Background: an optimization exercise with open tools, aiming at small area. Do not read the settings as production practice.
In this exercise RTL edits were held to simulation tests only and were not proved equivalent to the original.
Power and IR drop assume default switching activity. The flow treats the clock pin as an ideal source, which a real chip does not have.

## flow/config.mk

```make
export PLATFORM = sky130hd
export DESIGN_NAME = lcd_frame_refresh
export DESIGN_NICKNAME = lcd_frame_refresh
export VERILOG_FILES = /design/flow/design.v
export SDC_FILE = /design/flow/constraint.sdc
export NUM_CORES = 4
export LEC_CHECK = 0
export CAP_MARGIN = 20
export CORE_MARGIN = 2
export CORE_UTILIZATION = 65
export CTS_BUF_LIST = sky130_fd_sc_hd__clkbuf_16
export CTS_CLUSTER_DIAMETER = 80
export CTS_CLUSTER_SIZE = 30
export PLACE_DENSITY = 0.75
export SLEW_MARGIN = 20
export SYNTH_HIERARCHICAL = 1
export SYNTH_MINIMUM_KEEP_SIZE = 0
```

## flow/constraint.sdc

```tcl
create_clock -name core_clock -period 10.0 [get_ports {clk}]
set_input_delay 2.0000 -clock core_clock [delete_from_list [all_inputs] [get_ports {clk}]]
set_output_delay 2.0000 -clock core_clock [all_outputs]
set_load 0.01 [all_outputs]
```

## flow/design.v

```verilog
module lcd_frame_refresh #(
    parameter int unsigned ROWS        = 4,
    parameter int unsigned COLS        = 20,
    parameter int unsigned POWERUP_CYC = 40_000,
    parameter int unsigned SETUP_CYC   = 4,
    parameter int unsigned E_HIGH_CYC  = 25,
    parameter int unsigned CMD_CYC     = 200,
    parameter int unsigned LONG_CYC    = 4_000,
    localparam int unsigned NCHR       = ROWS * COLS,
    localparam int unsigned AW         = $clog2(NCHR + 1)
) (
    input  logic          clk,
    input  logic          rst,
    input  logic          wr_en,
    input  logic [AW-1:0] wr_addr,
    input  logic [7:0]    wr_data,
    output logic          lcd_rs,
    output logic          lcd_rw,
    output logic          lcd_e,
    output logic [7:0]    lcd_data,
    output logic          init_done,
    output logic          frame_done
);
    localparam int unsigned RL     = 16;                
    localparam int unsigned NRING  = (NCHR + RL - 1) / RL;
    localparam int unsigned HW     = AW - 4;            
    localparam int unsigned E_ON   = SETUP_CYC - 1;
    localparam int unsigned E_OFF  = SETUP_CYC + E_HIGH_CYC - 1;
    localparam int unsigned DONE_S = SETUP_CYC + E_HIGH_CYC + CMD_CYC - 1;
    localparam int unsigned DONE_L = SETUP_CYC + E_HIGH_CYC + LONG_CYC - 1;
    localparam int unsigned PU_K   = (POWERUP_CYC - 1) / RL;
    localparam int unsigned Q_RST  = (POWERUP_CYC - 1) % RL;
    localparam int unsigned TMAX   = (DONE_L > PU_K) ? DONE_L : PU_K;
    localparam int unsigned CNT_W  = $clog2(TMAX + 1);
    localparam int unsigned N_RST  = NCHR - 8;
    function automatic logic reached(input logic [CNT_W-1:0] c, input int unsigned k);
        reached = ((c & CNT_W'(k)) == CNT_W'(k));
    endfunction
    function automatic logic [7:0] init_byte(input logic [2:0] s);
        case (s)
            3'd0, 3'd1, 3'd2: init_byte = 8'h30;
            3'd3:             init_byte = 8'h38;
            3'd4:             init_byte = 8'h08;
            3'd5:             init_byte = 8'h01;
            3'd6:             init_byte = 8'h06;
            default:          init_byte = 8'h0C;
        endcase
    endfunction
    logic [CNT_W-1:0] cnt_q;
    logic [3:0]       q_q;        
    logic [AW-1:0]    nidx_q;     
    logic             busy_q;
    logic             dirty_q;
    logic [7:0]       hold_q;     
    logic             rs_q, e_q, init_done_q, frame_done_q;
    logic [7:0]       data_q;
    logic             wr_ok;
    assign wr_ok = wr_en && (wr_addr < AW'(NCHR));
    logic [2:0] step;
    assign step = nidx_q[2:0];
    logic powerup, in_init, idle, xfer_addr, xfer_char;
    assign powerup   = !init_done_q && !busy_q;
    assign in_init   = !init_done_q &&  busy_q;
    assign idle      =  init_done_q && !busy_q;
    assign xfer_addr =  init_done_q &&  busy_q && !rs_q;
    assign xfer_char =  init_done_q &&  busy_q &&  rs_q;
    logic long_c, done_c, q_zero;
    assign long_c = in_init && (step <= 3'd2 || step == 3'd5);
    assign done_c = busy_q && (long_c ? reached(cnt_q, DONE_L) : reached(cnt_q, DONE_S));
    assign q_zero = (q_q == 4'd0);
    logic row_end, last_chr;
    always_comb begin
        row_end = 1'b0;
        for (int r = 0; r < int'(ROWS); r++)
            if (nidx_q == AW'(r * COLS)) row_end = 1'b1;
    end
    assign last_chr = (nidx_q == '0);
    logic pu_launch, init_step, init_next, init_end, addr0_launch, char_done;
    logic addr_row_launch, char_launch, addr_launch, launch, nidx_inc;
    assign pu_launch       = powerup && q_zero && reached(cnt_q, PU_K);
    assign init_step       = in_init && done_c;
    assign init_next       = init_step && (step != 3'd7);
    assign init_end        = init_step && (step == 3'd7);
    assign addr0_launch    = idle && dirty_q;
    assign char_done       = xfer_char && done_c;
    assign addr_row_launch = char_done && row_end && !last_chr;
    assign char_launch     = (xfer_addr && done_c) || (char_done && !row_end);
    assign addr_launch     = addr0_launch || addr_row_launch;
    assign launch          = pu_launch || init_next || addr_launch || char_launch;
    assign nidx_inc        = init_step || char_launch;
    logic [7:0] l_byte;
    always_comb begin
        if (char_launch)      l_byte = hold_q;
        else if (addr_launch) l_byte = {1'b1, nidx_q[2], 1'b0, nidx_q[5], 1'b0, nidx_q[5], 2'b00};
        else if (pu_launch)   l_byte = init_byte(3'd0);
        else                  l_byte = init_byte(step + 3'd1);
    end
    always_ff @(posedge clk) begin
        if (rst) begin
            cnt_q   <= '0;
            q_q     <= 4'(Q_RST);
            nidx_q  <= AW'(N_RST);
            busy_q  <= 1'b0;
            dirty_q <= 1'b1;
        end else begin
            cnt_q   <= (launch || done_c) ? '0
                     : cnt_q + CNT_W'(busy_q || (powerup && q_zero));
            q_q     <= q_q - 4'd1;
            if (nidx_inc) nidx_q <= (nidx_q == AW'(NCHR - 1)) ? '0 : nidx_q + AW'(1);
            busy_q  <= launch || (busy_q && !done_c);
            dirty_q <= wr_ok || (dirty_q && !addr0_launch);
        end
    end
    always_ff @(posedge clk or posedge rst) begin
        if (rst) begin
            rs_q         <= 1'b0;
            e_q          <= 1'b0;
            data_q       <= 8'h00;
            init_done_q  <= 1'b0;
            frame_done_q <= 1'b0;
        end else begin
            if (launch) begin
                rs_q   <= char_launch;
                data_q <= l_byte;
            end
            e_q          <= launch ? 1'b0
                          : e_q ? !reached(cnt_q, E_OFF)
                          : (busy_q && cnt_q == CNT_W'(E_ON));
            init_done_q  <= init_done_q || init_end;
            frame_done_q <= char_done && last_chr;
        end
    end
    logic [3:0] wslot;
    assign wslot = wr_addr[3:0] - q_q;
    logic [NRING-1:0] sel_hi;
    logic [RL-1:0]    sel_lo;
    always_comb begin
        for (int h = 0; h < int'(NRING); h++)
            sel_hi[h] = (wr_ok && wr_addr[AW-1:4] == HW'(h)) || rst;
        for (int l = 0; l < int'(RL); l++)
            sel_lo[l] = (wslot == 4'(l)) || rst;
    end
    logic [7:0] x_even, x_odd;
    assign x_even = rst ? 8'hFF : ~(wr_data ^ 8'h20);
    assign x_odd  = rst ? 8'h00 : (wr_data ^ 8'h20);
    logic [7:0] slot_q [NRING][RL];
    logic [7:0] slot_d [NRING][RL];
    for (genvar h = 0; h < int'(NRING); h++) begin : g_ring
        for (genvar j = 0; j < int'(RL); j++) begin : g_slot
            logic sel, sel_n;
            lcd_frame_refresh_sel u_sel (
                .hi(sel_hi[h]), .lo(sel_lo[j]), .hi_n(!sel_hi[h]), .lo_n(!sel_lo[j]),
                .sel(sel), .sel_n(sel_n)
            );
            for (genvar b = 0; b < 8; b++) begin : g_bit
                lcd_frame_refresh_cell u_cell (
                    .sel_n(sel_n), .sel(sel),
                    .x((j % 2 == 0) ? x_even[b] : x_odd[b]),
                    .prev(slot_q[h][(j + RL - 1) % RL][b]), .d(slot_d[h][j][b])
                );
            end
        end
    end
    always_ff @(posedge clk) begin
        for (int h = 0; h < int'(NRING); h++)
            for (int j = 0; j < int'(RL); j++) slot_q[h][j] <= slot_d[h][j];
    end
    logic [7:0] tap_byte;
    always_comb begin
        tap_byte = 8'h20;
        for (int h = 0; h < int'(NRING); h++)
            if (nidx_q[AW-1:4] == HW'(h)) tap_byte = ~slot_q[h][RL-1] ^ 8'h20;
    end
    logic snoop, capture;
    assign snoop   = wr_ok && (wr_addr == nidx_q);
    assign capture = (q_q == nidx_q[3:0]);
    always_ff @(posedge clk) begin
        if (snoop)        hold_q <= wr_data;
        else if (capture) hold_q <= tap_byte;
    end
    assign lcd_rs     = rs_q;
    assign lcd_rw     = 1'b0;
    assign lcd_e      = e_q;
    assign lcd_data   = data_q;
    assign init_done  = init_done_q;
    assign frame_done = frame_done_q;
endmodule
module lcd_frame_refresh_sel (
    input  logic hi,
    input  logic lo,
    input  logic hi_n,
    input  logic lo_n,
    output logic sel,
    output logic sel_n
);
    assign sel   = !(hi_n || lo_n);
    assign sel_n = !(hi && lo);
endmodule
module lcd_frame_refresh_cell (
    input  logic sel_n,
    input  logic sel,
    input  logic x,
    input  logic prev,
    output logic d
);
    assign d = ~((sel_n | x) & (sel | prev));
endmodule
```

## flow/run.sh

```bash
#!/bin/bash
# synth_recipe.tcl (not shown) runs the flow's synth.tcl, then flattens the netlist and writes it again
# the make line also repeats each setting of config.mk as NAME=value (left out here)
make -C /OpenROAD-flow-scripts/flow DESIGN_CONFIG=/design/flow/config.mk WORK_HOME=/design/flow/orfs CLKGATE_MAP_FILE= SYNTH_SCRIPT=/design/flow/synth_recipe.tcl finish
```

==> results of run 1 <==
[Yosys cell counts (2+ instances only)]
master and n:
sky130_fd_sc_hd__mux2i_1 6, sky130_fd_sc_hd__a31o_2 6, sky130_fd_sc_hd__and2_1 3, sky130_fd_sc_hd__o21ai_0 16
sky130_fd_sc_hd__nand2_1 121, sky130_fd_sc_hd__clkbuf_1 10, sky130_fd_sc_hd__a41oi_1 2, sky130_fd_sc_hd__or4b_2 2
sky130_fd_sc_hd__o22a_1 8, sky130_fd_sc_hd__o22ai_1 643, sky130_fd_sc_hd__mux4_2 7, sky130_fd_sc_hd__dfxtp_1 665
sky130_fd_sc_hd__o31ai_1 6, sky130_fd_sc_hd__and3_1 4, sky130_fd_sc_hd__ha_1 14, sky130_fd_sc_hd__edfxtp_1 8
sky130_fd_sc_hd__a21oi_1 18, sky130_fd_sc_hd__a31oi_1 6, sky130_fd_sc_hd__nor4_1 4, sky130_fd_sc_hd__nand4_1 6
sky130_fd_sc_hd__and3_2 2, sky130_fd_sc_hd__o21ai_1 2, sky130_fd_sc_hd__buf_1 5, sky130_fd_sc_hd__a21o_1 16
sky130_fd_sc_hd__nand3_1 15, sky130_fd_sc_hd__xnor2_1 21, sky130_fd_sc_hd__nor2b_1 5, sky130_fd_sc_hd__a221o_1 2
sky130_fd_sc_hd__buf_4 2, sky130_fd_sc_hd__buf_6 2, sky130_fd_sc_hd__nor2_1 109, sky130_fd_sc_hd__xor2_1 10
sky130_fd_sc_hd__a21boi_0 4, sky130_fd_sc_hd__or4_1 2, sky130_fd_sc_hd__buf_2 6, sky130_fd_sc_hd__nand2b_1 6
sky130_fd_sc_hd__nand3b_1 2, sky130_fd_sc_hd__nor3_1 3, sky130_fd_sc_hd__inv_1 32, sky130_fd_sc_hd__dfrtp_1 12
[logic make-up after synthesis]
family	Yosys count	share of synthesized area, %
xor gates and xnor gates	31	1.31
DFF	685	66.7
muxes	13	1.05
buffers and inverters	59	1.24
and+or+nand+nor	292	6.15
AOI/OAI and AO/OA	738	22.6
adders and majority gates	15	0.940
other	1	0.0181
[registers in the layout, summed over array words and instances, names as in the netlist]
| name | cells |
|---|---|
| busy_q | 1 |
| slot_q | 640 |
| rs_q | 1 |
| cnt_q | 12 |
| nidx_q | 7 |
| hold_q | 8 |
| dirty_q | 1 |
| init_done_q | 1 |
| frame_done_q | 1 |
| data_q | 8 |
| e_q | 1 |
| q_q | 4 |
[how the worst min path moves through the flow]
stage                               end           from  cells past startpoint  slack, ns
after CTS                 slot_q[20][1]  slot_q[19][1]                      1       0.41
after floorplan           slot_q[10][0]   slot_q[9][0]                      1       0.40
after global placement     slot_q[9][3]   slot_q[8][3]                      1       0.40
after global routing      slot_q[20][1]  slot_q[19][1]                      1       0.42
final                     slot_q[20][1]  slot_q[19][1]                      1       0.41
after detailed placement  slot_q[26][7]  slot_q[25][7]                      1       0.41
[per-layer routing]
layer / global-route usage (%) / wire [um]
met5: 0 / 12
met4: 17.5 / 3300
met3: 9.76 / 7750
met2: 53.9 / 26400
met1: 49.0 / 24300
[Yosys stat by module (local to each module, per instance)]
module                  area (um^2)  flip-flops and latches  cells
lcd_frame_refresh_cell         6.26                       0      1
lcd_frame_refresh             16200                     685   1034
lcd_frame_refresh_sel          7.51                       0      2
[stage by stage]
step / total power, mW / hold slack, ns / instance area [um^2] / util [%]
after floorplan: 3.84 / 0.402 / 20800 / -
after global placement: 4.10 / 0.403 / 21600 / 68.7
after detailed placement: 4.12 / 0.408 / 21600 / 68.8
after CTS: 5.36 / 0.413 / 22400 / 71.1
after global routing: 5.56 / 0.419 / 22400 / 71.1
final: 5.40 / 0.409 / 22400 / 71.1
[area by class of cell]
cell class,instances,area (um^2),share of cell area [%]
timing repair buffer,52,483,2.16
tap,402,503,2.25
inverter,32,125,0.559
clock inverter,6,51.3,0.229
sequential,685,13900,61.9
clock buffer,27,676,3.02
multi-input combinational,1090,6680,29.9
[power breakdown]
| part | internal [mW] | switching [mW] | total, mW | leakage (nW) |
|---|---|---|---|---|
| combinational | 0.256 | 0.443 | 0.699 | 2.34 |
| clock | 0.497 | 0.794 | 1.29 | 0.367 |
| sequential | 3.23 | 0.182 | 3.41 | 5.83 |
| total | 3.98 | 1.42 | 5.40 | 8.53 |
==> flow_metrics.py, run 1 <==
metrics = {
    "run_status": {
        "status": "complete, no violations",
    },
    "sta": {
        "final_setup_viols": 0,
        "total_count_of_hold_check_failures_in_the_final_report": 0,
        "fin_setup_tns_ns": 0,
        "rsz0062_at_grt": "no",
        "final_min_period_over_clock_period_pct": 49.4,
        "worst_clock_skew_ns": 0.0236,
        "maxSlewHeadroom_pct": 12.6,
        "period_needed_ns": 4.94,
        "maxSlewViolCount": 0,
        "clock.fmax_mhz": 202,
        "tightestPinTransition_ns": 1.31,
        "postLayoutSetupSlackWorst_ns": 5.06,
    },
    "clock_network": {
        "maximum_root_to_sink_buffer_count": 3,
        "cts_hold_buf": 0,
        "total_setup_buffers_inserted_after_cts": 0,
        "cts-resized-gates": 0,
        "number_of_buffers_created_by_cts": 27,
        "ctsRootBufferMaster": "sky130_fd_sc_hd__clkbuf_16",
        "tritoncts": "yes",
        "insertion_delay_ns": 0.59,
        "number_of_levels_the_h_tree_was_split_into": 1,
        "numClockSinks": 685,
        "clkTransAtPathRegs_ns": 0.11,
    },
    "floorplan": {
        "initial_core_utilization_pct": 66.0,
        "die_w_um": 183,
        "core_mm2": 0.0315,
        "die_height_um": 183,
        "ioPinCount": 31,
        "fp.dieArea_mm2": 0.0334,
        "rows": 65,
    },
    "pwr": {
        "power.static_leakage_nw": 8.53,
        "p_per_area_mw_per_mm2": 241,
        "irDropWorstVdd_v": 0.000206,
    },
    "critical_path": {
        "startpoint": "wr_addr[0]",
        "timing.reg2reg.worst_path_depth": 7,
        "ff2ff_setup_slack_ns": 6.54,
        "cpLargestDelayFamily": "compound AO/OA/AOI/OAI gates",
        "cpPeakStageDelay_ns": 1.03,
        "cp.buffers_inverters": 3,
        "cp_data_arrival_time_ns": 5.44,
        "worstReg2RegEnd": "slot_q[13][1]",
        "critical_path_class": "in2reg",
        "startpoint_type": "input pin",
        "launch_point_of_the_worst_reg_to_reg_path": "q_q[0]",
        "cp-end-kind": "flip-flop",
        "worst_path_fanout_max": 11,
        "path_cells": "clkdlybuf4s50_1 > inv_1 > ha_1 > inv_1 > fa_1 > nor2_1 > a21oi_1 > nor2_1 > o22ai_1",
        "cpMaxStageDelayCell": "sky130_fd_sc_hd__a21oi_1",
        "worst-path-stages": 9,
        "required_ns": 10.50,
        "endpoint": "slot_q[13][1]",
    },
    "drt": {
        "detail_route.iter0.violations": 1936,
        "routed_via_density": 6.99,
        "drt_first_pass_iters": 6,
        "via_count": 16000,
        "post-route-drc-count": 0,
        "postRouteWirelength_mm": 61.9,
        "final_antenna_net_count": 0,
        "routed_wire_length_per_instance_um": 27.0,
    },
    "synthesis": {
        "syn-mean-instance-area_um2": 11.3,
        "edff_count_synth": 8,
        "synth_fp_nets": 1867,
        "post_synth_inst_count": 1834,
        "yosys.area.top_type": "sky130_fd_sc_hd__dfxtp_1",
        "synth_warnings": 10,
        "synth.yosys.seq_area_share_pct": 66.7,
        "synthFlopType": "sky130_fd_sc_hd__dfxtp_1",
        "synth.top_cells.by_area": "sky130_fd_sc_hd__dfxtp_1 (64%), sky130_fd_sc_hd__o22ai_1 (19%), sky130_fd_sc_hd__nand2_1 (2.2%)",
        "async_set_reset_flop_share_out_of_synthesis_pct": 1.75,
        "netlist_area_mm2": 0.0208,
        "yosys.cell_types.count": 61,
        "yosys.area.top_type_share_pct": 64.1,
        "synth-seq-cells": 685,
    },
    "layout": {
        "insertedDiodeCount": 0,
        "final_cell_count_no_fill": 2294,
        "syn_to_final_growth_pct": 7.77,
        "final_nets": 1921,
        "fillers": 2276,
        "drive_above_1_share_pct": 4.86,
        "most-common-layout-cells": "sky130_fd_sc_hd__dfxtp_1 (665), sky130_fd_sc_hd__o22ai_1 (643), sky130_fd_sc_hd__nand2_1 (114)",
        "commonest_non_fill_non_tap_cell_in_the_layout": "sky130_fd_sc_hd__dfxtp_1",
    },
    "placed_design": {
        "finalWeightedCongestion": 0.971,
        "placed_cells": 2261,
        "io_buffers": 29,
        "preCtsSetupSlack_ns": 4.66,
        "detailedPlacementHpwl_mm": 35.7,
    },
    "grt": {
        "first_global_vias": 14900,
        "initial_antenna_violation_count": 1,
        "globalRoute.totalOverflow": 0,
        "wire_length_of_the_first_global_routing_pass_mm": 90.7,
        "global_route.usage.total_pct": 36.1,
        "grt_start_max_net_pins": 42,
    },
    "min_path": {
        "hold_path_class": "reg2reg",
    },
    "flow_run": {
        "maxCapViolations": 0,
    },
}
==> run 2, diff against run 1 <==
--- a/flow/config.mk
+++ b/flow/config.mk
@@ -7,3 +7,3 @@
 export LEC_CHECK = 0
-export CAP_MARGIN = 20
+export CAP_MARGIN = 0
 export CORE_MARGIN = 2
@@ -14,3 +14,3 @@
 export PLACE_DENSITY = 0.75
-export SLEW_MARGIN = 20
+export SLEW_MARGIN = 0
 export SYNTH_HIERARCHICAL = 1
==> run 2 against run 1 <==
Net effect: cell area shrank 0.18%; die area did not move; register-to-register slack worse by 0.02 ns; maximum frequency is 1.7% lower; sequential power barely moved; final cell count about the same; critical path type unchanged; still clean; non-clock buffer count is 2 lower; global-route usage increased by 0.16 points; via count is 0.36% higher; clock skew is 0.0018 ns lower; sequential share of layout area grew 0.11 points; first-iteration DRC count rose by 11%.
==> flow_metrics.py, run 2 <==
metrics = {
    "placed_design": {
        "io_buffers": 29,
        "detailedPlacementHpwl_mm": 35.4,
        "finalWeightedCongestion": 0.971,
    },
    "floorplan": {
        "fp.dieArea_mm2": 0.0334,
        "ioPinCount": 31,
        "die_height_um": 183,
        "initial_core_utilization_pct": 66.0,
        "die_w_um": 183,
        "core_mm2": 0.0315,
        "rows": 65,
    },
    "sta": {
        "total_count_of_hold_check_failures_in_the_final_report": 0,
        "period_needed_ns": 5.03,
        "clock.fmax_mhz": 199,
        "worst_clock_skew_ns": 0.0218,
        "final_setup_viols": 0,
        "fin_setup_tns_ns": 0,
        "maxSlewHeadroom_pct": 7.37,
        "rsz0062_at_grt": "no",
        "tightestPinTransition_ns": 1.39,
        "fin_worst_hold_slack_ns": 0.409,
        "final_min_period_over_clock_period_pct": 50.3,
        "maxSlewViolCount": 0,
    },
    "critical_path": {
        "worst_path_most_repeated_cell": "sky130_fd_sc_hd__inv_1",
        "ff2ff_setup_slack_ns": 6.52,
        "timing.reg2reg.worst_path_depth": 7,
        "worstReg2RegEnd": "slot_q[75][5]",
        "cpPeakStageDelay_ns": 1.08,
        "cpLargestDelayFamily": "compound AO/OA/AOI/OAI gates",
        "startpoint_type": "input pin",
        "critical_path_class": "in2reg",
        "path_cells": "clkdlybuf4s50_1 > inv_1 > ha_1 > inv_1 > fa_1 > nor2b_1 > a21oi_1 > nor2_1 > o22ai_1",
        "worst_path_fanout_max": 11,
        "cpMaxStageDelayCell": "sky130_fd_sc_hd__a21oi_1",
        "launch_point_of_the_worst_reg_to_reg_path": "q_q[0]",
        "cp_data_arrival_time_ns": 5.53,
        "cp-end-kind": "flip-flop",
        "required_ns": 10.50,
        "cp.buffers_inverters": 3,
    },
    "layout": {
        "insertedDiodeCount": 0,
        "layout_top_registers": "slot_q x640, cnt_q x12",
        "most-common-layout-cells": "sky130_fd_sc_hd__dfxtp_1 (665), sky130_fd_sc_hd__o22ai_1 (643), sky130_fd_sc_hd__nand2_1 (114)",
        "drive_above_1_share_pct": 4.81,
        "largest_register_ffs": 640,
        "final_nets": 1919,
        "regArea_mm2": 0.0139,
        "multi_input_area_mm2": 0.00668,
        "syn_to_final_growth_pct": 7.58,
        "commonest_non_fill_non_tap_cell_in_the_layout": "sky130_fd_sc_hd__dfxtp_1",
        "fillers": 2329,
        "registers.top_by_ff_count": "slot_q",
    },
    "grt": {
        "global_route.usage.total_pct": 36.3,
        "globalRoute.totalOverflow": 0,
        "initial_antenna_violation_count": 1,
        "grt_start_max_net_pins": 42,
        "first_global_vias": 15000,
        "wire_length_of_the_first_global_routing_pass_mm": 91.3,
    },
    "pwr": {
        "p_per_area_mw_per_mm2": 242,
        "power.static_leakage_nw": 8.52,
        "irDropWorstVdd_v": 0.000193,
    },
    "clock_network": {
        "clkTransAtPathRegs_ns": 0.11,
        "tritoncts": "yes",
        "cts-resized-gates": 0,
        "insertion_delay_ns": 0.59,
        "numClockSinks": 685,
        "number_of_buffers_created_by_cts": 27,
        "cts_hold_buf": 0,
        "maximum_root_to_sink_buffer_count": 3,
        "number_of_levels_the_h_tree_was_split_into": 1,
        "total_setup_buffers_inserted_after_cts": 0,
        "ctsRootBufferMaster": "sky130_fd_sc_hd__clkbuf_16",
    },
    "synthesis": {
        "synth_fp_nets": 1867,
        "async_set_reset_flop_share_out_of_synthesis_pct": 1.75,
        "yosys.area.top_type_share_pct": 64.1,
        "netlist_top_cells_count": "sky130_fd_sc_hd__dfxtp_1 (665), sky130_fd_sc_hd__o22ai_1 (643), sky130_fd_sc_hd__nand2_1 (121)",
        "synth.yosys.seq_area_share_pct": 66.7,
        "synth.top_cells.by_area": "sky130_fd_sc_hd__dfxtp_1 (64%), sky130_fd_sc_hd__o22ai_1 (19%), sky130_fd_sc_hd__nand2_1 (2.2%)",
        "edff_count_synth": 8,
        "syn-mean-instance-area_um2": 11.3,
        "post_synth_inst_count": 1834,
        "synth-seq-cells": 685,
        "yosys.cell_count.top_type": "sky130_fd_sc_hd__dfxtp_1",
        "yosys.area.top_type": "sky130_fd_sc_hd__dfxtp_1",
        "yosys.cell_types.count": 61,
        "synth_warnings": 10,
        "netlist_area_mm2": 0.0208,
        "synthFlopType": "sky130_fd_sc_hd__dfxtp_1",
    },
    "min_path": {
        "hold-path-cell-count": 1,
        "launch_instance_of_the_worst_min_delay_path": "slot_q[19][1]",
        "hold_path_class": "reg2reg",
        "hold-path-endpoint": "slot_q[20][1]",
    },
    "drt": {
        "detail_route.iter0.violations": 2143,
        "routed_via_density": 7.02,
        "routed_wire_length_per_instance_um": 26.9,
        "post-route-drc-count": 0,
        "via_count": 16100,
        "postRouteWirelength_mm": 61.8,
        "final_antenna_net_count": 0,
        "drt_first_pass_iters": 7,
    },
    "flow_run": {
        "maxCapViolations": 0,
    },
    "run_status": {
        "status": "complete, no violations",
    },
}
run 2: cell counts after synthesis:
No cell type changed its count.
run 2: how the worst max path moves through the flow:
stage / start / to / slack, ns / cells past startpoint
floorplan: rst / slot_q[0][7] / 5.35 / 3
global placement: wr_addr[0] / slot_q[11][7] / 4.68 / 9
detailed placement: wr_addr[0] / slot_q[75][5] / 4.62 / 9
CTS: wr_addr[0] / slot_q[75][5] / 5.22 / 9
global route: wr_addr[0] / slot_q[75][5] / 4.91 / 9
finish: wr_addr[0] / slot_q[75][5] / 4.97 / 9
run 2: kinds of logic after synthesis:
| group | count (synthesis) | synth area share, % |
|---|---|---|
| AO/OA/AOI/OAI | 738 | 22.6 |
| XOR/XNOR | 31 | 1.31 |
| adder cells (fa/ha/maj) | 15 | 0.940 |
| buffers and inverters | 59 | 1.24 |
| flip-flops | 685 | 66.7 |
| multiplexers | 13 | 1.05 |
| other | 1 | 0.0181 |
| AND/OR/NAND/NOR | 292 | 6.15 |
run 2: worst reg2reg max path: stages, from the launching register on:
cell,delay (ns)
sky130_fd_sc_hd__dfxtp_1,0.47
sky130_fd_sc_hd__ha_1,0.19
sky130_fd_sc_hd__inv_1,0.06
sky130_fd_sc_hd__fa_1,0.62
sky130_fd_sc_hd__nor2b_1,0.29
sky130_fd_sc_hd__a21oi_1,1.08
sky130_fd_sc_hd__nor2_1,0.43
sky130_fd_sc_hd__o22ai_1,0.25
run 2: per-module statistics from Yosys, one instance, submodules excluded:
module                  times used  cell area, um^2
lcd_frame_refresh_cell         640             6.26
lcd_frame_refresh_sel           80             7.51
lcd_frame_refresh                1            16200
run 2: layer usage:
layer	routed length, um	GRT usage [%]	vias up
met5	12	0	-
met4	3150	17.0	2
met3	7340	8.92	204
met2	26700	54.8	1051
met1	24600	49.5	7669
li1	-	-	7160
run 2: power by group:
group          internal [mW]  total, mW  switching, mW
logic                  0.255      0.699          0.444
registers               3.23       3.41          0.179
clock network          0.498       1.29          0.794
total                   3.98       5.40           1.42
run 2: layout make-up:
| class | count | share of cell area, % |
|---|---|---|
| tap | 402 | 2.25 |
| sequential | 685 | 62.0 |
| inverter | 32 | 0.538 |
| timing repair buffer | 50 | 2.01 |
| multi-input combinational | 1090 | 29.9 |
| clock buffer | 27 | 3.03 |
| clock inverter | 6 | 0.230 |
run 2: metrics by stage:
stage               utilization [%]  cell area (um^2)  setup WS (ns)  instances  power, mW
finish                         71.0             22300           4.97       2292       5.40
CTS                            71.0             22300           5.22       2292       5.36
detailed placement             68.7             21600           4.62       2259       4.12
global placement               68.7             21600           4.68       2259       4.10
floorplan                         -             20800           5.35       1834       3.84
global route                   71.0             22300           4.91       2292       5.57
==> run 3, diff against run 2 <==
--- a/flow/config.mk
+++ b/flow/config.mk
@@ -7,10 +7,10 @@
 export LEC_CHECK = 0
-export CAP_MARGIN = 0
+export CAP_MARGIN = 20
 export CORE_MARGIN = 2
 export CORE_UTILIZATION = 65
-export CTS_BUF_LIST = sky130_fd_sc_hd__clkbuf_16
-export CTS_CLUSTER_DIAMETER = 80
-export CTS_CLUSTER_SIZE = 30
+export CTS_BUF_LIST = sky130_fd_sc_hd__clkbuf_8
+export CTS_CLUSTER_DIAMETER = 60
+export CTS_CLUSTER_SIZE = 18
 export PLACE_DENSITY = 0.75
-export SLEW_MARGIN = 0
+export SLEW_MARGIN = 20
 export SYNTH_HIERARCHICAL = 1
==> run 3 against run 2 <==
Net effect: largest power group unchanged; register-to-register slack improved by 0.05 ns; maximum frequency is 2.4% higher; combinational power is essentially flat; global-route usage about the same; still clean on timing, DRC and antenna; clock power is 4% lower; critical path type unchanged; area after synthesis is the same; clock skew rose by 0.015 ns; total power decreased by 0.93%; hold slack worse by 0.0071 ns; highest routed layer unchanged; utilization is essentially flat.
==> flow_metrics.py, run 3 <==
metrics = {
    "run_status": {
        "status": "complete, no violations",
    },
    "clock_network": {
        "numClockSinks": 685,
        "total_setup_buffers_inserted_after_cts": 0,
        "number_of_buffers_created_by_cts": 45,
        "tritoncts": "yes",
        "ctsRootBufferMaster": "sky130_fd_sc_hd__clkbuf_8",
        "number_of_levels_the_h_tree_was_split_into": 2,
        "cts-resized-gates": 0,
        "insertion_delay_ns": 0.62,
        "maximum_root_to_sink_buffer_count": 3,
        "cts_hold_buf": 0,
        "clkTransAtPathRegs_ns": 0.10,
    },
    "grt": {
        "first_global_vias": 15100,
        "initial_antenna_violation_count": 1,
        "wire_length_of_the_first_global_routing_pass_mm": 91.1,
        "global_route.usage.total_pct": 36.3,
        "grt_start_max_net_pins": 42,
        "globalRoute.totalOverflow": 0,
    },
    "synthesis": {
        "async_set_reset_flop_share_out_of_synthesis_pct": 1.75,
        "synthFlopType": "sky130_fd_sc_hd__dfxtp_1",
        "synth.yosys.seq_area_share_pct": 66.7,
        "syn-mean-instance-area_um2": 11.3,
        "synth-seq-cells": 685,
        "edff_count_synth": 8,
        "synth_fp_nets": 1867,
        "yosys.cell_count.top_type": "sky130_fd_sc_hd__dfxtp_1",
        "yosys.area.top_type": "sky130_fd_sc_hd__dfxtp_1",
        "synth_warnings": 10,
        "netlist_top_cells_count": "sky130_fd_sc_hd__dfxtp_1 (665), sky130_fd_sc_hd__o22ai_1 (643), sky130_fd_sc_hd__nand2_1 (121)",
        "netlist_area_mm2": 0.0208,
        "yosys.area.top_type_share_pct": 64.1,
        "synth.top_cells.by_area": "sky130_fd_sc_hd__dfxtp_1 (64%), sky130_fd_sc_hd__o22ai_1 (19%), sky130_fd_sc_hd__nand2_1 (2.2%)",
        "yosys.cell_types.count": 61,
        "post_synth_inst_count": 1834,
    },
    "min_path": {
        "hold_path_class": "reg2reg",
    },
    "drt": {
        "routed-wl-met3_mm": 7.30,
        "routed.top_layer": "met5",
        "met2_wirelength_mm": 26.2,
        "route.layer.met1.wl_mm": 24.9,
        "routed_wire_length_per_instance_um": 26.7,
        "detail_route.iter0.violations": 1906,
        "routed_via_density": 6.96,
        "post-route-drc-count": 0,
        "final_antenna_net_count": 0,
        "postRouteWirelength_mm": 61.9,
        "drt_first_pass_iters": 12,
        "via_count": 16100,
    },
    "critical_path": {
        "cp_data_arrival_time_ns": 5.42,
        "ff2ff_setup_slack_ns": 6.57,
        "required_ns": 10.50,
        "worst_path_fanout_max": 11,
        "startpoint_type": "input pin",
        "cp-end-kind": "flip-flop",
        "critical_path_class": "in2reg",
    },
    "sta": {
        "tightestPinTransition_ns": 1.31,
        "rsz0062_at_grt": "no",
        "final_setup_viols": 0,
        "postLayoutSetupSlackWorst_ns": 5.08,
        "total_count_of_hold_check_failures_in_the_final_report": 0,
        "period_needed_ns": 4.92,
        "final_min_period_over_clock_period_pct": 49.2,
        "maxSlewHeadroom_pct": 12.7,
        "clock.fmax_mhz": 203,
        "fin_setup_tns_ns": 0,
        "maxSlewViolCount": 0,
        "worst_clock_skew_ns": 0.0368,
    },
    "flow_run": {
        "maxCapViolations": 0,
    },
    "placed_design": {
        "finalWeightedCongestion": 0.971,
        "post_dp_cell_area_mm2": 0.0216,
        "detailedPlacementHpwl_mm": 35.7,
        "preCtsSetupSlack_ns": 4.66,
        "io_buffers": 29,
    },
    "layout": {
        "insertedDiodeCount": 0,
        "layout_top_registers": "slot_q x640, cnt_q x12",
        "largest_register_ffs": 640,
        "drive_above_1_share_pct": 6.01,
        "post_route_standard_cell_area_excluding_fillers_mm2": 0.0223,
        "most-common-layout-cells": "sky130_fd_sc_hd__dfxtp_1 (665), sky130_fd_sc_hd__o22ai_1 (643), sky130_fd_sc_hd__nand2_1 (114)",
        "registers.top_by_ff_count": "slot_q",
        "fillers": 2277,
        "final_nets": 1939,
        "syn_to_final_growth_pct": 7.64,
        "commonest_non_fill_non_tap_cell_in_the_layout": "sky130_fd_sc_hd__dfxtp_1",
    },
    "floorplan": {
        "ioPinCount": 31,
        "die_height_um": 183,
        "fp.dieArea_mm2": 0.0334,
        "initial_core_utilization_pct": 66.0,
        "core_mm2": 0.0315,
        "die_w_um": 183,
        "rows": 65,
    },
    "pwr": {
        "p_per_area_mw_per_mm2": 239,
        "power.static_leakage_nw": 8.53,
        "irDropWorstVdd_v": 0.000189,
    },
}
[run 3: area by class of cell]
class,count,area (um^2),share of cell area (%)
Sequential cell,685,13900,62.0
Multi-Input combinational cell,1090,6680,29.9
Clock buffer,45,619,2.77
Tap cell,402,503,2.25
Timing Repair Buffer,52,483,2.16
Inverter,32,125,0.560
Clock inverter,10,80.1,0.358
[run 3: cell families after synthesis]
kind of cell	Yosys count	share of synthesized area, %
AOI/OAI and AO/OA	738	22.6
xor gates and xnor gates	31	1.31
adders and majority gates	15	0.940
buffers and inverters	59	1.24
DFF	685	66.7
muxes	13	1.05
other	1	0.0181
and+or+nand+nor	292	6.15
[run 3: Yosys stat by module, one instance, submodules excluded]
| module | cell area [um^2] | flip-flops and latches |
|---|---|---|
| lcd_frame_refresh_sel | 7.51 | 0 |
| lcd_frame_refresh | 16200 | 685 |
| lcd_frame_refresh_cell | 6.26 | 0 |
[run 3: through the flow]
step,total power [mW],utilization [%],instances,hold slack (ns)
final,5.35,71.0,2316,0.402
after global routing,5.53,71.0,2316,0.403
after CTS,5.31,71.0,2316,0.406
after detailed placement,4.12,68.8,2261,0.408
after global placement,4.10,68.7,2259,0.403
after floorplan,3.84,-,1834,0.402
[run 3: final timing paths]
check | cells past startpoint | from | endpoint
max | 9 | wr_addr[0] | slot_q[13][1]
min | 1 | slot_q[23][4] | slot_q[24][4]
max reg2reg | 7 | q_q[0] | slot_q[13][1]
min reg2reg | 1 | slot_q[23][4] | slot_q[24][4]
max in group asynchronous | 4 | rst | data_q[3]
min in group asynchronous | 4 | rst | rs_q
[run 3: power breakdown]
group / leakage [nW] / internal (mW) / switching (mW) / total (mW)
Clock: 0.366 / 0.423 / 0.818 / 1.24
Sequential: 5.83 / 3.23 / 0.181 / 3.41
Combinational: 2.34 / 0.256 / 0.442 / 0.698
[run 3: critical path, stage by stage]
cell and delay, ns:
sky130_fd_sc_hd__clkdlybuf4s50_1 0.48, sky130_fd_sc_hd__inv_1 0.11, sky130_fd_sc_hd__ha_1 0.15, sky130_fd_sc_hd__inv_1 0.06, sky130_fd_sc_hd__fa_1 0.73, sky130_fd_sc_hd__nor2_1 0.22, sky130_fd_sc_hd__a21oi_1 1.03, sky130_fd_sc_hd__nor2_1 0.36
sky130_fd_sc_hd__o22ai_1 0.28
[run 3: per-layer routing]
| metal | global-route usage, % | up-vias |
|---|---|---|
| met2 | 53.4 | 1019 |
| met5 | 0 | - |
| li1 | - | 7186 |
| met4 | 18.6 | 2 |
| met3 | 10.5 | 225 |
| met1 | 49.1 | 7682 |
==> run 4, diff against run 3 <==
==> flow/flow/run.sh (new file) <==
#!/bin/bash
# Own layout flow: the standard ORFS flow (standard.sh, unchanged synthesis), with
# smaller port buffers and clock tree synthesis without dummy loads. The make output goes
# to standard.log; ORFS writes each step's full log under orfs/logs/.
set -euo pipefail
cd "$(dirname "$0")/.."
export BUFFER_PORTS_ARGS="-buffer_cell sky130_fd_sc_hd__buf_1"
export CTS_ARGS="-sink_clustering_enable -repair_clock_nets -sink_clustering_size 30 -sink_clustering_max_diameter 80 -buf_list sky130_fd_sc_hd__clkbuf_16 -dont_use_dummy_load"
bash standard.sh > standard.log 2>&1
==> flow/standard.sh (new file) <==
#!/bin/bash
# synth_recipe.tcl (not shown) runs the flow's synth.tcl, then flattens the netlist and writes it again
# the make line also repeats each setting of config.mk as NAME=value (left out here)
make -C /OpenROAD-flow-scripts/flow DESIGN_CONFIG=/design/flow/config.mk WORK_HOME=/design/flow/orfs CLKGATE_MAP_FILE= SYNTH_SCRIPT=/design/flow/synth_recipe.tcl "${@:-finish}"
--- a/flow/config.mk
+++ b/flow/config.mk
@@ -7,10 +7,10 @@
 export LEC_CHECK = 0
-export CAP_MARGIN = 20
+export CAP_MARGIN = 0
 export CORE_MARGIN = 2
 export CORE_UTILIZATION = 65
-export CTS_BUF_LIST = sky130_fd_sc_hd__clkbuf_8
-export CTS_CLUSTER_DIAMETER = 60
-export CTS_CLUSTER_SIZE = 18
+export CTS_BUF_LIST = sky130_fd_sc_hd__clkbuf_16
+export CTS_CLUSTER_DIAMETER = 80
+export CTS_CLUSTER_SIZE = 30
 export PLACE_DENSITY = 0.75
-export SLEW_MARGIN = 20
+export SLEW_MARGIN = 0
 export SYNTH_HIERARCHICAL = 1
removed: flow/run.sh
==> run 4 against run 3 <==
Net effect: area after synthesis is the same; maximum frequency increased by 8.8%; die area unchanged; utilization fell by 0.73 points; count of clock-buffer cells in the layout down 18.
==> flow_metrics.py, run 4 <==
metrics = {
    "run_status": {
        "status": "complete, no violations",
    },
    "layout": {
        "post_route_standard_cell_area_excluding_fillers_mm2": 0.0221,
        "insertedDiodeCount": 0,
        "most-common-layout-cells": "sky130_fd_sc_hd__dfxtp_1 (665), sky130_fd_sc_hd__o22ai_1 (643), sky130_fd_sc_hd__nand2_1 (114)",
        "layout_top_registers": "slot_q x640, cnt_q x12",
        "largest_register_ffs": 640,
        "drive_above_1_share_pct": 4.77,
        "fillers": 2291,
        "commonest_non_fill_non_tap_cell_in_the_layout": "sky130_fd_sc_hd__dfxtp_1",
        "registers.top_by_ff_count": "slot_q",
        "syn_to_final_growth_pct": 6.53,
        "final_nets": 1922,
    },
    "sta": {
        "maxSlewViolCount": 0,
        "rsz0062_at_grt": "no",
        "clock.fmax_mhz": 221,
        "tightestPinTransition_ns": 1.32,
        "final_min_period_over_clock_period_pct": 45.2,
        "period_needed_ns": 4.52,
        "total_count_of_hold_check_failures_in_the_final_report": 0,
        "worst_clock_skew_ns": 0.0449,
        "maxSlewHeadroom_pct": 11.6,
        "fin_setup_tns_ns": 0,
        "final_setup_viols": 0,
        "postLayoutSetupSlackWorst_ns": 5.48,
    },
    "synthesis": {
        "netlist_top_cells_count": "sky130_fd_sc_hd__dfxtp_1 (665), sky130_fd_sc_hd__o22ai_1 (643), sky130_fd_sc_hd__nand2_1 (121)",
        "yosys.area.top_type": "sky130_fd_sc_hd__dfxtp_1",
        "async_set_reset_flop_share_out_of_synthesis_pct": 1.75,
        "yosys.area.top_type_share_pct": 64.1,
        "edff_count_synth": 8,
        "synth_warnings": 10,
        "yosys.cell_types.count": 61,
        "synth-seq-cells": 685,
        "yosys.cell_count.top_type": "sky130_fd_sc_hd__dfxtp_1",
        "syn-mean-instance-area_um2": 11.3,
        "post_synth_inst_count": 1834,
        "synth.yosys.seq_area_share_pct": 66.7,
        "synth_fp_nets": 1867,
        "synthFlopType": "sky130_fd_sc_hd__dfxtp_1",
        "netlist_area_mm2": 0.0208,
        "synth.top_cells.by_area": "sky130_fd_sc_hd__dfxtp_1 (64%), sky130_fd_sc_hd__o22ai_1 (19%), sky130_fd_sc_hd__nand2_1 (2.2%)",
    },
    "clock_network": {
        "number_of_buffers_created_by_cts": 27,
        "tritoncts": "yes",
        "maximum_root_to_sink_buffer_count": 3,
        "clkTransAtPathRegs_ns": 0.10,
        "cts_hold_buf": 0,
        "numClockSinks": 685,
        "total_setup_buffers_inserted_after_cts": 0,
        "ctsRootBufferMaster": "sky130_fd_sc_hd__clkbuf_16",
        "cts-resized-gates": 0,
        "insertion_delay_ns": 0.59,
        "number_of_levels_the_h_tree_was_split_into": 1,
    },
    "critical_path": {
        "worst_path_fanout_max": 11,
        "startpoint_type": "input pin",
        "cp_data_arrival_time_ns": 5.00,
        "critical_path_class": "in2reg",
        "cpPeakStageDelay_ns": 0.96,
        "timing.reg2reg.worst_path_depth": 7,
        "ff2ff_setup_slack_ns": 6.66,
        "launch_point_of_the_worst_reg_to_reg_path": "q_q[0]",
        "startpoint": "wr_addr[0]",
        "worstReg2RegEnd": "slot_q[13][1]",
        "worst_path_most_repeated_cell": "sky130_fd_sc_hd__inv_1",
        "required_ns": 10.48,
        "cp-end-kind": "flip-flop",
        "cpMaxStageDelayCell": "sky130_fd_sc_hd__a21oi_1",
        "path_cells": "buf_1 > inv_1 > ha_1 > inv_1 > fa_1 > nor2b_1 > a21oi_1 > nor2_1 > o22ai_1",
    },
    "min_path": {
        "hold-path-endpoint": "slot_q[24][1]",
        "hold_path_class": "reg2reg",
        "hold-path-cell-count": 1,
        "launch_instance_of_the_worst_min_delay_path": "slot_q[23][1]",
    },
    "placed_design": {
        "finalWeightedCongestion": 1.02,
        "post_dp_cell_area_mm2": 0.0214,
        "io_buffers": 29,
        "preCtsSetupSlack_ns": 5.05,
        "detailedPlacementHpwl_mm": 35.4,
    },
    "drt": {
        "postRouteWirelength_mm": 61.8,
        "routed_via_density": 6.96,
        "final_antenna_net_count": 0,
        "routed_wire_length_per_instance_um": 27.0,
        "via_count": 15900,
        "detail_route.iter0.violations": 2319,
        "drt_first_pass_iters": 8,
        "post-route-drc-count": 0,
    },
    "floorplan": {
        "fp.dieArea_mm2": 0.0334,
        "ioPinCount": 31,
        "initial_core_utilization_pct": 66.0,
        "die_height_um": 183,
        "die_w_um": 183,
        "rows": 65,
        "core_mm2": 0.0315,
    },
    "grt": {
        "first_global_vias": 14800,
        "initial_antenna_violation_count": 1,
        "globalRoute.totalOverflow": 0,
        "global_route.usage.total_pct": 36.2,
        "wire_length_of_the_first_global_routing_pass_mm": 91.1,
        "grt_start_max_net_pins": 42,
    },
    "flow_run": {
        "maxCapViolations": 0,
    },
    "pwr": {
        "irDropWorstVdd_v": 0.000156,
        "p_per_area_mw_per_mm2": 242,
        "power.static_leakage_nw": 8.42,
    },
}
run 4: cell count changes in the layout (fill, tap and decap cells not counted), moves of 3 or more:
cell / delta
sky130_fd_sc_hd__clkbuf_8: -45
sky130_fd_sc_hd__buf_1: +29
sky130_fd_sc_hd__clkdlybuf4s50_1: -29
sky130_fd_sc_hd__clkbuf_16: +27
sky130_fd_sc_hd__inv_1: -3
run 4: layout make-up:
cell class	count	area [um^2]	share of cell area, %
Multi-Input combinational cell	1090	6680	30.2
Timing Repair Buffer	53	289	1.31
Tap cell	402	503	2.27
Clock buffer	27	676	3.05
Inverter	32	120	0.543
Sequential cell	685	13900	62.6
run 4: modules after synthesis (local to each module, per instance):
module / times used / cells
lcd_frame_refresh: 1 / 1034
lcd_frame_refresh_cell: 640 / 1
lcd_frame_refresh_sel: 80 / 2
run 4: cell families (layout without fill, tap and decap cells):
logic type                 after synthesis  in the layout  synth area share [%]
and+or+nand+nor                        292            292                  6.15
adders and majority gates               15             15                 0.940
xor gates and xnor gates                31             31                  1.31
muxes                                   13             13                  1.05
AOI/OAI and AO/OA                      738            738                  22.6
other                                    1              1                0.0181
buffers and inverters                   59            112                  1.24
DFF                                    685            685                  66.7
run 4: per-stage QoR:
stage	hold slack [ns]	total power, mW	cells	util [%]
final	0.394	5.35	2289	70.3
after global routing	0.404	5.53	2289	70.3
after CTS	0.391	5.32	2289	70.3
after detailed placement	0.407	4.11	2262	68.1
after global placement	0.403	4.09	2262	68.1
after floorplan	0.402	3.84	1834	-
run 4: routing by layer:
layer	track usage, %	vias to the layer above	routed length, um
met5	0	-	0
met4	16.6	0	3200
met3	7.82	215	6630
met2	54.1	966	26300
met1	50.8	7625	25600
li1	-	7129	-
run 4: critical path, delay by kind of cell:
family                   cells  cell delay (ns)
AO/OA/AOI/OAI                2             1.21
adder cells (fa/ha/maj)      2             0.76
AND/OR/NAND/NOR              2             0.69
buffers and inverters        3             0.33
run 4: how the worst max path moves through the flow:
stage                    endpoint  slack (ns)  cells after the start
floorplan            slot_q[0][7]        5.35                      3
detailed placement  slot_q[24][4]        5.05                     10
CTS                 slot_q[24][7]        5.60                     10
finish              slot_q[75][0]        5.48                      9
global placement    slot_q[24][4]        5.12                     10
global route        slot_q[71][0]        5.41                     10
run 4: where the power goes:
group | total, mW | internal, mW | switching, mW
clock network | 1.25 | 0.486 | 0.768
registers | 3.40 | 3.23 | 0.177
logic | 0.697 | 0.251 | 0.446
==> run 5, diff against run 4 <==
--- a/flow/flow/run.sh
+++ b/flow/flow/run.sh
@@ -7,3 +7,3 @@
 export BUFFER_PORTS_ARGS="-buffer_cell sky130_fd_sc_hd__buf_1"
-export CTS_ARGS="-sink_clustering_enable -repair_clock_nets -sink_clustering_size 30 -sink_clustering_max_diameter 80 -buf_list sky130_fd_sc_hd__clkbuf_16 -dont_use_dummy_load"
+export CTS_ARGS="-sink_clustering_enable -repair_clock_nets -sink_clustering_size 20 -sink_clustering_max_diameter 60 -buf_list sky130_fd_sc_hd__clkbuf_8 -dont_use_dummy_load"
 bash standard.sh > standard.log 2>&1
==> run 5 against run 4 <==
Net effect: synthesized cell count is the same; count of clock-buffer cells in the layout is 14 higher; wire length decreased by 0.31%; combinational power barely moved; maximum frequency about the same; area after synthesis did not move; clock power decreased by 8%; global-route usage hardly changed; final cell count up 0.61%; hold slack got worse by 0.014 ns; clock skew grew 0.0061 ns; die area stayed put; still clean on timing, DRC and antenna; highest routed layer is now met5; largest cell class unchanged.
==> flow_metrics.py, run 5 <==
metrics = {
    "run_status": {
        "status": "complete, no violations",
    },
    "floorplan": {
        "die_w_um": 183,
        "rows": 65,
        "ioPinCount": 31,
        "fp.dieArea_mm2": 0.0334,
        "core_mm2": 0.0315,
        "initial_core_utilization_pct": 66.0,
        "die_height_um": 183,
    },
    "synthesis": {
        "synth-seq-cells": 685,
        "synth_fp_nets": 1867,
        "netlist_top_cells_count": "sky130_fd_sc_hd__dfxtp_1 (665), sky130_fd_sc_hd__o22ai_1 (643), sky130_fd_sc_hd__nand2_1 (121)",
        "post_synth_inst_count": 1834,
        "synth_warnings": 10,
        "yosys.area.top_type": "sky130_fd_sc_hd__dfxtp_1",
        "edff_count_synth": 8,
        "async_set_reset_flop_share_out_of_synthesis_pct": 1.75,
        "synth.top_cells.by_area": "sky130_fd_sc_hd__dfxtp_1 (64%), sky130_fd_sc_hd__o22ai_1 (19%), sky130_fd_sc_hd__nand2_1 (2.2%)",
        "yosys.cell_types.count": 61,
        "netlist_area_mm2": 0.0208,
        "synthFlopType": "sky130_fd_sc_hd__dfxtp_1",
        "synth.yosys.seq_area_share_pct": 66.7,
        "yosys.cell_count.top_type": "sky130_fd_sc_hd__dfxtp_1",
        "syn-mean-instance-area_um2": 11.3,
        "yosys.area.top_type_share_pct": 64.1,
    },
    "clock_network": {
        "insertion_delay_ns": 0.60,
        "number_of_buffers_created_by_cts": 41,
        "ctsRootBufferMaster": "sky130_fd_sc_hd__clkbuf_8",
        "numClockSinks": 685,
        "cts_hold_buf": 0,
        "tritoncts": "yes",
        "cts-resized-gates": 0,
        "total_setup_buffers_inserted_after_cts": 0,
        "clkTransAtPathRegs_ns": 0.11,
        "maximum_root_to_sink_buffer_count": 3,
        "number_of_levels_the_h_tree_was_split_into": 2,
    },
    "sta": {
        "rsz0062_at_grt": "no",
        "total_count_of_hold_check_failures_in_the_final_report": 0,
        "tightestPinTransition_ns": 1.30,
        "period_needed_ns": 4.51,
        "final_min_period_over_clock_period_pct": 45.1,
        "postLayoutSetupSlackWorst_ns": 5.49,
        "fin_setup_tns_ns": 0,
        "clock.fmax_mhz": 222,
        "maxSlewViolCount": 0,
        "maxSlewHeadroom_pct": 13.2,
        "fin_worst_hold_slack_ns": 0.380,
        "worst_clock_skew_ns": 0.0510,
        "final_setup_viols": 0,
    },
    "layout": {
        "commonest_non_fill_non_tap_cell_in_the_layout": "sky130_fd_sc_hd__dfxtp_1",
        "layout.core_utilization_pct": 69.9,
        "insertedDiodeCount": 0,
        "registers.top_by_ff_count": "slot_q",
        "syn_to_final_growth_pct": 6.00,
        "largest_register_ffs": 640,
        "drive_above_1_share_pct": 5.47,
        "fillers": 2312,
        "most-common-layout-cells": "sky130_fd_sc_hd__dfxtp_1 (665), sky130_fd_sc_hd__o22ai_1 (643), sky130_fd_sc_hd__nand2_1 (114)",
        "layout_top_registers": "slot_q x640, cnt_q x12",
        "final_cell_count_no_fill": 2303,
        "post_route_standard_cell_area_excluding_fillers_mm2": 0.0220,
        "final_nets": 1936,
    },
    "grt": {
        "globalRoute.totalOverflow": 0,
        "first_global_vias": 14800,
        "initial_antenna_violation_count": 1,
        "wire_length_of_the_first_global_routing_pass_mm": 90.6,
        "grt_start_max_net_pins": 42,
        "global_route.usage.total_pct": 36.2,
    },
    "drt": {
        "via_count": 16000,
        "routed_via_density": 6.96,
        "routed_wire_length_per_instance_um": 26.7,
        "drt_first_pass_iters": 7,
        "postRouteWirelength_mm": 61.6,
        "post-route-drc-count": 0,
        "final_antenna_net_count": 0,
        "detail_route.iter0.violations": 2141,
    },
    "placed_design": {
        "io_buffers": 29,
        "detailedPlacementHpwl_mm": 35.4,
        "preCtsSetupSlack_ns": 5.05,
        "post_dp_cell_area_mm2": 0.0214,
        "placed_cells": 2262,
        "finalWeightedCongestion": 1.02,
    },
    "pwr": {
        "irDropWorstVdd_v": 0.000135,
        "power.static_leakage_nw": 8.39,
        "p_per_area_mw_per_mm2": 238,
        "fin_total_pwr_mw": 5.24,
    },
    "min_path": {
        "hold_path_class": "reg2reg",
    },
    "critical_path": {
        "worst_path_fanout_max": 11,
        "cp-end-kind": "flip-flop",
        "required_ns": 10.51,
        "critical_path_class": "in2reg",
        "startpoint_type": "input pin",
        "cp_data_arrival_time_ns": 5.02,
        "ff2ff_setup_slack_ns": 6.69,
    },
    "flow_run": {
        "maxCapViolations": 0,
    },
}
-- run 5: logic make-up after synthesis --
| group | Yosys count | share of synthesized area, % |
|---|---|---|
| fa+ha+maj | 15 | 0.940 |
| mux | 13 | 1.05 |
| other cells | 1 | 0.0181 |
| buf+inv | 59 | 1.24 |
| compound gates | 738 | 22.6 |
| flops | 685 | 66.7 |
| xor+xnor | 31 | 1.31 |
| simple gates | 292 | 6.15 |
-- run 5: cell type report --
cell class	instances	area, um^2	area share (%)
sequential	685	13900	62.9
tap	402	503	2.29
clock buffer	41	564	2.56
timing repair buffer	53	289	1.31
inverter	32	120	0.546
multi-input combinational	1090	6680	30.3
-- run 5: layer usage --
layer	global-route usage [%]	up-vias	wire, um
li1	-	7167	-
met1	49.9	7662	24700
met2	53.7	991	26500
met3	8.72	204	7220
met4	17.6	2	3090
met5	1.48	-	67
-- run 5: critical path, cell delays in order --
cell	delay (ns)
sky130_fd_sc_hd__buf_1	0.16
sky130_fd_sc_hd__inv_1	0.07
sky130_fd_sc_hd__ha_1	0.20
sky130_fd_sc_hd__inv_1	0.08
sky130_fd_sc_hd__fa_1	0.56
sky130_fd_sc_hd__nor2b_1	0.28
sky130_fd_sc_hd__a21oi_1	0.99
sky130_fd_sc_hd__nor2_1	0.42
sky130_fd_sc_hd__o22ai_1	0.26
-- run 5: per-module statistics from Yosys, one instance, submodules excluded --
module,times used,flip-flops and latches,cell area (um^2)
lcd_frame_refresh_cell,640,0,6.26
lcd_frame_refresh_sel,80,0,7.51
lcd_frame_refresh,1,685,16200
-- run 5: where the power goes --
part / switching, mW / internal, mW
sequential: 0.176 / 3.23
clock: 0.774 / 0.372
combinational: 0.443 / 0.251
total: 1.39 / 3.85
-- run 5: path summary, 6_finish.rpt --
check,cells past startpoint,startpoint,end
worst max-delay path,9,wr_addr[0],slot_q[75][0]
worst min-delay path,1,slot_q[23][6],slot_q[24][6]
worst max register to register,9,q_q[1],slot_q[75][0]
worst min register to register,1,slot_q[23][6],slot_q[24][6]
max in group asynchronous,4,rst,frame_done_q
min in group asynchronous,3,rst,e_q
==> run 6, diff against run 5 <==
--- a/flow/flow/run.sh
+++ b/flow/flow/run.sh
@@ -7,3 +7,3 @@
 export BUFFER_PORTS_ARGS="-buffer_cell sky130_fd_sc_hd__buf_1"
-export CTS_ARGS="-sink_clustering_enable -repair_clock_nets -sink_clustering_size 20 -sink_clustering_max_diameter 60 -buf_list sky130_fd_sc_hd__clkbuf_8 -dont_use_dummy_load"
+export CTS_ARGS="-sink_clustering_enable -repair_clock_nets -sink_clustering_size 34 -sink_clustering_max_diameter 60 -buf_list sky130_fd_sc_hd__clkbuf_16 -dont_use_dummy_load"
 bash standard.sh > standard.log 2>&1
==> run 6 against run 5 <==
Net effect: die area did not move; synthesized cell count did not move; maximum frequency fell by 1.4%; setup slack got worse by 0.065 ns; combinational power rose by 0.7%; flip-flop and latch count did not move; non-clock buffer count did not move; sequential power barely moved; utilization rose by 1.1 points; first-iteration DRC count rose by 10%; cell area rose by 1.5%.
==> flow_metrics.py, run 6 <==
metrics = {
    "drt": {
        "via_count": 16100,
        "post-route-drc-count": 0,
        "drt_first_pass_iters": 7,
        "postRouteWirelength_mm": 62.3,
        "routed_wire_length_per_instance_um": 27.1,
        "detail_route.iter0.violations": 2355,
        "routed_via_density": 7.00,
        "final_antenna_net_count": 0,
    },
    "floorplan": {
        "rows": 65,
        "core_mm2": 0.0315,
        "fp.dieArea_mm2": 0.0334,
        "initial_core_utilization_pct": 66.0,
        "die_height_um": 183,
        "ioPinCount": 31,
        "die_w_um": 183,
    },
    "critical_path": {
        "cp_data_arrival_time_ns": 5.02,
        "critical_path_class": "in2reg",
        "path_cells": "buf_1 > inv_1 > ha_1 > inv_1 > fa_1 > nor2b_1 > a21oi_1 > nor2_1 > o22ai_1",
        "cpPeakStageDelay_ns": 0.97,
        "worst_path_most_repeated_cell": "sky130_fd_sc_hd__inv_1",
        "required_ns": 10.44,
        "startpoint_type": "input pin",
        "worst_path_fanout_max": 11,
        "cp-end-kind": "flip-flop",
        "ff2ff_setup_slack_ns": 6.67,
        "cpMaxStageDelayCell": "sky130_fd_sc_hd__a21oi_1",
    },
    "synthesis": {
        "yosys.cell_count.top_type": "sky130_fd_sc_hd__dfxtp_1",
        "yosys.cell_types.count": 61,
        "synth_fp_nets": 1867,
        "synth-seq-cells": 685,
        "async_set_reset_flop_share_out_of_synthesis_pct": 1.75,
        "netlist_area_mm2": 0.0208,
        "netlist_top_cells_count": "sky130_fd_sc_hd__dfxtp_1 (665), sky130_fd_sc_hd__o22ai_1 (643), sky130_fd_sc_hd__nand2_1 (121)",
        "post_synth_inst_count": 1834,
        "synth.top_cells.by_area": "sky130_fd_sc_hd__dfxtp_1 (64%), sky130_fd_sc_hd__o22ai_1 (19%), sky130_fd_sc_hd__nand2_1 (2.2%)",
        "synthFlopType": "sky130_fd_sc_hd__dfxtp_1",
        "synth.yosys.seq_area_share_pct": 66.7,
        "synth_warnings": 10,
        "edff_count_synth": 8,
        "yosys.area.top_type_share_pct": 64.1,
        "yosys.area.top_type": "sky130_fd_sc_hd__dfxtp_1",
        "syn-mean-instance-area_um2": 11.3,
    },
    "sta": {
        "rsz0062_at_grt": "no",
        "final_min_period_over_clock_period_pct": 45.8,
        "fin_setup_tns_ns": 0,
        "tightestPinTransition_ns": 1.31,
        "worst_clock_skew_ns": 0.0589,
        "maxSlewHeadroom_pct": 12.4,
        "clock.fmax_mhz": 218,
        "postLayoutSetupSlackWorst_ns": 5.42,
        "total_count_of_hold_check_failures_in_the_final_report": 0,
        "maxSlewViolCount": 0,
        "final_setup_viols": 0,
        "period_needed_ns": 4.58,
    },
    "grt": {
        "first_global_vias": 15000,
        "initial_antenna_violation_count": 0,
        "wire_length_of_the_first_global_routing_pass_mm": 91.3,
        "globalRoute.totalOverflow": 0,
        "global_route.usage.total_pct": 36.5,
        "grt_start_max_net_pins": 42,
    },
    "layout": {
        "largest_register_ffs": 640,
        "registers.top_by_ff_count": "slot_q",
        "layout_top_registers": "slot_q x640, cnt_q x12",
        "final_nets": 1931,
        "layout.core_utilization_pct": 71.0,
        "syn_to_final_growth_pct": 7.62,
        "fillers": 2266,
        "most-common-layout-cells": "sky130_fd_sc_hd__dfxtp_1 (665), sky130_fd_sc_hd__o22ai_1 (643), sky130_fd_sc_hd__nand2_1 (114)",
        "commonest_non_fill_non_tap_cell_in_the_layout": "sky130_fd_sc_hd__dfxtp_1",
        "insertedDiodeCount": 0,
        "drive_above_1_share_pct": 5.22,
        "final_cell_count_no_fill": 2298,
    },
    "clock_network": {
        "cts-resized-gates": 0,
        "numClockSinks": 685,
        "maximum_root_to_sink_buffer_count": 3,
        "clkTransAtPathRegs_ns": 0.11,
        "total_setup_buffers_inserted_after_cts": 0,
        "ctsRootBufferMaster": "sky130_fd_sc_hd__clkbuf_16",
        "insertion_delay_ns": 0.56,
        "number_of_levels_the_h_tree_was_split_into": 2,
        "tritoncts": "yes",
        "number_of_buffers_created_by_cts": 36,
        "cts_hold_buf": 0,
    },
    "pwr": {
        "p_per_area_mw_per_mm2": 248,
        "sw_frac_of_total_pct": 25.7,
        "combPwrFrac_pct": 12.6,
        "fin_total_pwr_mw": 5.55,
        "p_clk_share_pct": 26.0,
        "power.static_leakage_nw": 8.54,
        "cellInternalPower_mw": 4.12,
        "irDropWorstVdd_v": 0.000147,
        "netSwitchingPower_mw": 1.43,
        "p_seq_share_pct": 61.4,
    },
    "placed_design": {
        "finalWeightedCongestion": 1.02,
        "io_buffers": 29,
        "detailedPlacementHpwl_mm": 35.4,
        "preCtsSetupSlack_ns": 5.05,
        "placed_cells": 2262,
    },
    "run_status": {
        "status": "complete, no violations",
    },
    "min_path": {
        "hold_path_class": "reg2reg",
    },
    "flow_run": {
        "maxCapViolations": 0,
    },
}
-- run 6: modules after synthesis (local to each module, per instance) --
| module | times used | flops+latches |
|---|---|---|
| lcd_frame_refresh | 1 | 685 |
| lcd_frame_refresh_sel | 80 | 0 |
| lcd_frame_refresh_cell | 640 | 0 |
-- run 6: layer usage --
metal | global-route usage [%] | vias to the layer above | routed length [um]
li1 | - | 7171 | -
met4 | 18.1 | 2 | 3240
met5 | 1.48 | - | 64
met1 | 50.4 | 7697 | 25000
met3 | 7.62 | 222 | 7020
met2 | 54.6 | 996 | 27000
-- run 6: layout make-up --
cell class	count	area, um^2	share of cell area (%)
flip-flops and latches	685	13900	62.0
multi-input cells	1090	6680	29.9
clock buffers	36	901	4.03
well taps	402	503	2.25
repair buffers	53	289	1.29
inverters	32	120	0.538
-- run 6: final timing paths --
check,cells past startpoint,start,to
worst min-delay path,1,slot_q[27][2],slot_q[28][2]
max in group asynchronous,4,rst,frame_done_q
worst max register to register,8,q_q[0],slot_q[55][5]
worst max-delay path,9,wr_addr[0],slot_q[75][0]
worst min register to register,1,slot_q[27][2],slot_q[28][2]
min in group asynchronous,3,rst,init_done_q
-- run 6: kinds of logic after synthesis --
kind of cell	share of synthesized area [%]
other	0.0181
muxes	1.05
DFF	66.7
buffers and inverters	1.24
and+or+nand+nor	6.15
xor gates and xnor gates	1.31
adders and majority gates	0.940
AOI/OAI and AO/OA	22.6
-- run 6: power groups by stage --
stage / clock [mW] / combinational (mW) / sequential [mW]
global route: 1.55 / 0.737 / 3.44
detailed placement: 0 / 0.664 / 3.44
global placement: 0 / 0.639 / 3.45
floorplan: 0 / 0.457 / 3.38
finish: 1.44 / 0.699 / 3.40
CTS: 1.44 / 0.670 / 3.40
-- run 6: worst max-delay path, delay by kind of cell --
kind,cells,cell delay (ns)
adder cells (fa/ha/maj),2,0.77
AO/OA/AOI/OAI,2,1.23
buffers and inverters,3,0.33
AND/OR/NAND/NOR,2,0.69
-- run 6: stage by stage --
| stage | instance area [um^2] | hold WS (ns) |
|---|---|---|
| floorplan | 20800 | 0.402 |
| CTS | 22300 | 0.351 |
| finish | 22300 | 0.353 |
| global placement | 21400 | 0.403 |
| global route | 22300 | 0.349 |
| detailed placement | 21400 | 0.407 |

## what the ideal ports hide
How much do the figures lean on ideal ports? The routed layouts below were timed once more, with nothing changed but the port constraints. Step 1 assumes that a clkbuf_16 drives the clock port and a buf_2 every other input. Step 2 moves the port delays by t, midway between the first and last clock arrival at a register: inputs arrive t later, outputs are due t later. That takes back most of the time a late clock gives input paths. Three values: ideal ports, drivers, drivers and shift; two values: the first two.
run | shift t [ns] | setup slack, ns | clock arrival spread, ns
run 1 | 0.639 | 5.055 / 5.086 / 4.447 | 0.024 / 0.024
run 2 | 0.635 | 4.968 / 4.997 / 4.361 | 0.022 / 0.021
run 3 | 0.654 | 5.084 / 5.111 / 4.457 | 0.038 / 0.038
run 4 | 0.623 | 5.483 / 5.509 / 4.886 | 0.045 / 0.045
run 5 | 0.627 | 5.488 / 5.511 / 4.884 | 0.053 / 0.053
run 6 | 0.589 | 5.423 / 5.451 / 4.862 | 0.064 / 0.064
After both steps setup and hold are still met in every run listed. The setup slack of run 3, which loses most, moves by +0.027 ns with the drivers and by -0.627 ns with both steps.
